Context: an optimization exercise on an open-source flow, tuned for small area, a short achievable clock period and few clock cycles. The choices shown serve that exercise and are no tape-out recipe. In this exercise RTL edits were held to simulation tests only and were not proved equivalent to the original.

// periodic_wavelet_analysis
module periodic_wavelet_analysis (
    input  logic                                   i_clk,
    input  logic                                   i_rst_n,
    input  logic                                   i_in_valid,
    output logic                                   o_in_ready,
    input  logic                                   i_in_mode,
    input  logic [pwa_pkg::COEF_IDX_W-1:0]         i_in_coef_index,
    input  logic signed [pwa_pkg::COEF_WIDTH-1:0]  i_in_low_coef,
    input  logic signed [pwa_pkg::COEF_WIDTH-1:0]  i_in_high_coef,
    input  logic signed [pwa_pkg::SAMPLE_WIDTH-1:0] i_in_sample,
    output logic                                   o_out_valid,
    input  logic                                   i_out_ready,
    output logic signed [pwa_pkg::OUT_W-1:0]       o_out_low,
    output logic signed [pwa_pkg::OUT_W-1:0]       o_out_high,
    output logic [pwa_pkg::OUT_IDX_W-1:0]          o_out_index,
    output logic                                   o_out_last,
    input  logic                                   i_cfg_we,
  ...
Size: about 14000 cells after synthesis, roughly 4500 flip-flops, ~120 I/O pins, roughly 0.22 mm2 of cells after synthesis.
==> flow/config.mk <==
export PLATFORM = sky130hd
export DESIGN_NAME = periodic_wavelet_analysis
export DESIGN_NICKNAME = periodic_wavelet_analysis
export VERILOG_FILES = /design/flow/design.v
export SDC_FILE = /design/flow/constraint.sdc
export NUM_CORES = 4
export LEC_CHECK = 0
export CAP_MARGIN = 20
export CORE_MARGIN = 2
export CORE_UTILIZATION = 55
export CTS_CLUSTER_DIAMETER = 100
export CTS_CLUSTER_SIZE = 20
export SLEW_MARGIN = 20
==> flow/constraint.sdc <==
create_clock -name core_clock -period 10.0 [get_ports {i_clk}]
set_input_delay 2.0000 -clock core_clock [delete_from_list [all_inputs] [get_ports {i_clk}]]
set_output_delay 2.0000 -clock core_clock [all_outputs]
set_load 0.01 [all_outputs]
standard.sh (not shown) runs the stock make flow with config.mk's settings and CLKGATE_MAP_FILE= SYNTH_SCRIPT=/design/flow/synth_recipe.tcl, a recipe that flattens the netlist after the stock synthesis.
==> flow/flow/run.sh <==
#!/bin/bash
# The standard layout (the standard.sh: standard synthesis, floorplan,
# placement, CTS, routing, finish) with the setup repair steps aiming at a
# slack margin of 6.8 ns instead of 0, so that repair keeps improving paths
# well below the 10 ns clock. Nothing else differs from the standard flow.
set -euo pipefail
export SETUP_SLACK_MARGIN=6.8
bash standard.sh > standard_flow.log 2>&1
The starting point completed without violations.
Testbench counts at the start, summed over its fixed seeds: cycles 22,416.
Edit:
--- a/flow/flow/run.sh
+++ b/flow/flow/run.sh
@@ -4 +4 @@
-# slack margin of 6.8 ns instead of 0, so that repair keeps improving paths
+# slack margin of 6.6 ns instead of 0, so that repair keeps improving paths
@@ -7 +7 @@
-export SETUP_SLACK_MARGIN=6.8
+export SETUP_SLACK_MARGIN=6.6
CORE_UTILIZATION = 40   (was 55)
CTS_CLUSTER_SIZE = 30   (was 20)
Result: The new run passed the timing, DRC and antenna checks. Flip-flop and latch count stays the same. Count of clock-buffer cells in the layout fell by 128.

========
Starting RTL as in the previous note.
Design periodic_wavelet_analysis, start of the top module:
module periodic_wavelet_analysis (
    input  logic                                   i_clk,
    input  logic                                   i_rst_n,
    input  logic                                   i_in_valid,
    output logic                                   o_in_ready,
    input  logic                                   i_in_mode,
    input  logic [pwa_pkg::COEF_IDX_W-1:0]         i_in_coef_index,
    input  logic signed [pwa_pkg::COEF_WIDTH-1:0]  i_in_low_coef,
    input  logic signed [pwa_pkg::COEF_WIDTH-1:0]  i_in_high_coef,
    input  logic signed [pwa_pkg::SAMPLE_WIDTH-1:0] i_in_sample,
    output logic                                   o_out_valid,
    input  logic                                   i_out_ready,
    output logic signed [pwa_pkg::OUT_W-1:0]       o_out_low,
    output logic signed [pwa_pkg::OUT_W-1:0]       o_out_high,
    output logic [pwa_pkg::OUT_IDX_W-1:0]          o_out_index,
    output logic                                   o_out_last,
    input  logic                                   i_cfg_we,
    input  logic [pwa_pkg::CFG_IDX_W-1:0]          i_cfg_index,
    input  logic [pwa_pkg::CFG_DATA_W-1:0]         i_cfg_data
);
    localparam int AW = pwa_pkg::ACC_W;
    localparam int QD = 6;    
    logic        rdy_q;
    logic        stg_ld;    
    logic        stg_v, stg_mode;
    logic [4:0]  stg_ci;
    logic [15:0] stg_lo, stg_hi, stg_smp;
    logic        cfg_we_q;
    logic [1:0]  cfg_idx_q;
    logic [5:0]  cfg_dat_q;
  ...
export LEC_CHECK = 0
export CAP_MARGIN = 20
export CORE_MARGIN = 2
export CORE_UTILIZATION = 45
export CTS_CLUSTER_DIAMETER = 100
export CTS_CLUSTER_SIZE = 30
export SLEW_MARGIN = 20
create_clock -name core_clock -period 10.0 [get_ports {i_clk}]
==> flow/flow/run.sh <==
#!/bin/bash
# The standard layout (the standard.sh: standard synthesis, floorplan,
# placement, CTS, routing, finish) with the setup repair steps aiming at a
# slack margin of 6.9 ns instead of 0, so that repair keeps improving paths
# well below the 10 ns clock. Nothing else differs from the standard flow.
set -euo pipefail
export SETUP_SLACK_MARGIN=6.9
bash standard.sh > standard_flow.log 2>&1
Testbench counts at the start, summed over its fixed seeds: cycles 22,416.
==> next run, changes <==
--- a/flow/config.mk
+++ b/flow/config.mk
@@ -9,5 +9,5 @@
 export CORE_MARGIN = 2
-export CORE_UTILIZATION = 45
+export CORE_UTILIZATION = 40
 export CTS_CLUSTER_DIAMETER = 100
-export CTS_CLUSTER_SIZE = 30
+export CTS_CLUSTER_SIZE = 26
 export SLEW_MARGIN = 20
Outcome:
- wire length drops slightly
- synthesized cell count does not change
- utilization fell by 5.7 points
- clock skew increases by 0.066 ns
- via count shrinks slightly
- hold slack improved by 0.012 ns

[port drivers added, routing unchanged]
The flow's constraints put no driver on any port. The routed layouts listed below were extracted and timed again, unchanged, in two steps.
Step 1, drivers: a clkbuf_16 drives i_clk and a buf_2 each remaining input, both assumed.
Step 2 times the ports against the registers' clock, not the clock port: input delays grow and output delays shrink by t, the midpoint of the rising clock arrivals with the driver on.
Slacks: ideal / step 1 / step 2; pairs: ideal / step 1.
run | shift t [ns] | setup WS [ns] | latest minus earliest clock arrival (ns) | worst slew at a driven data input, ns
the first run of note 1 | 1.048 | 6.456 / 6.348 / 5.943 | 0.074 / 0.074 | 0.04
the second run of note 1 | 1.070 | 6.420 / 6.300 / 5.962 | 0.107 / 0.106 | 0.08
the first run of note 2 | 1.093 | 6.436 / 6.320 / 5.974 | 0.121 / 0.121 | 0.05
the second run of note 2 | 1.115 | 6.384 / 6.260 / 5.941 | 0.177 / 0.178 | 0.08
After both steps every run listed still meets setup and hold. The setup slack of the first run of note 1, which loses most, moves by -0.108 ns with the drivers and by -0.513 ns with both steps.
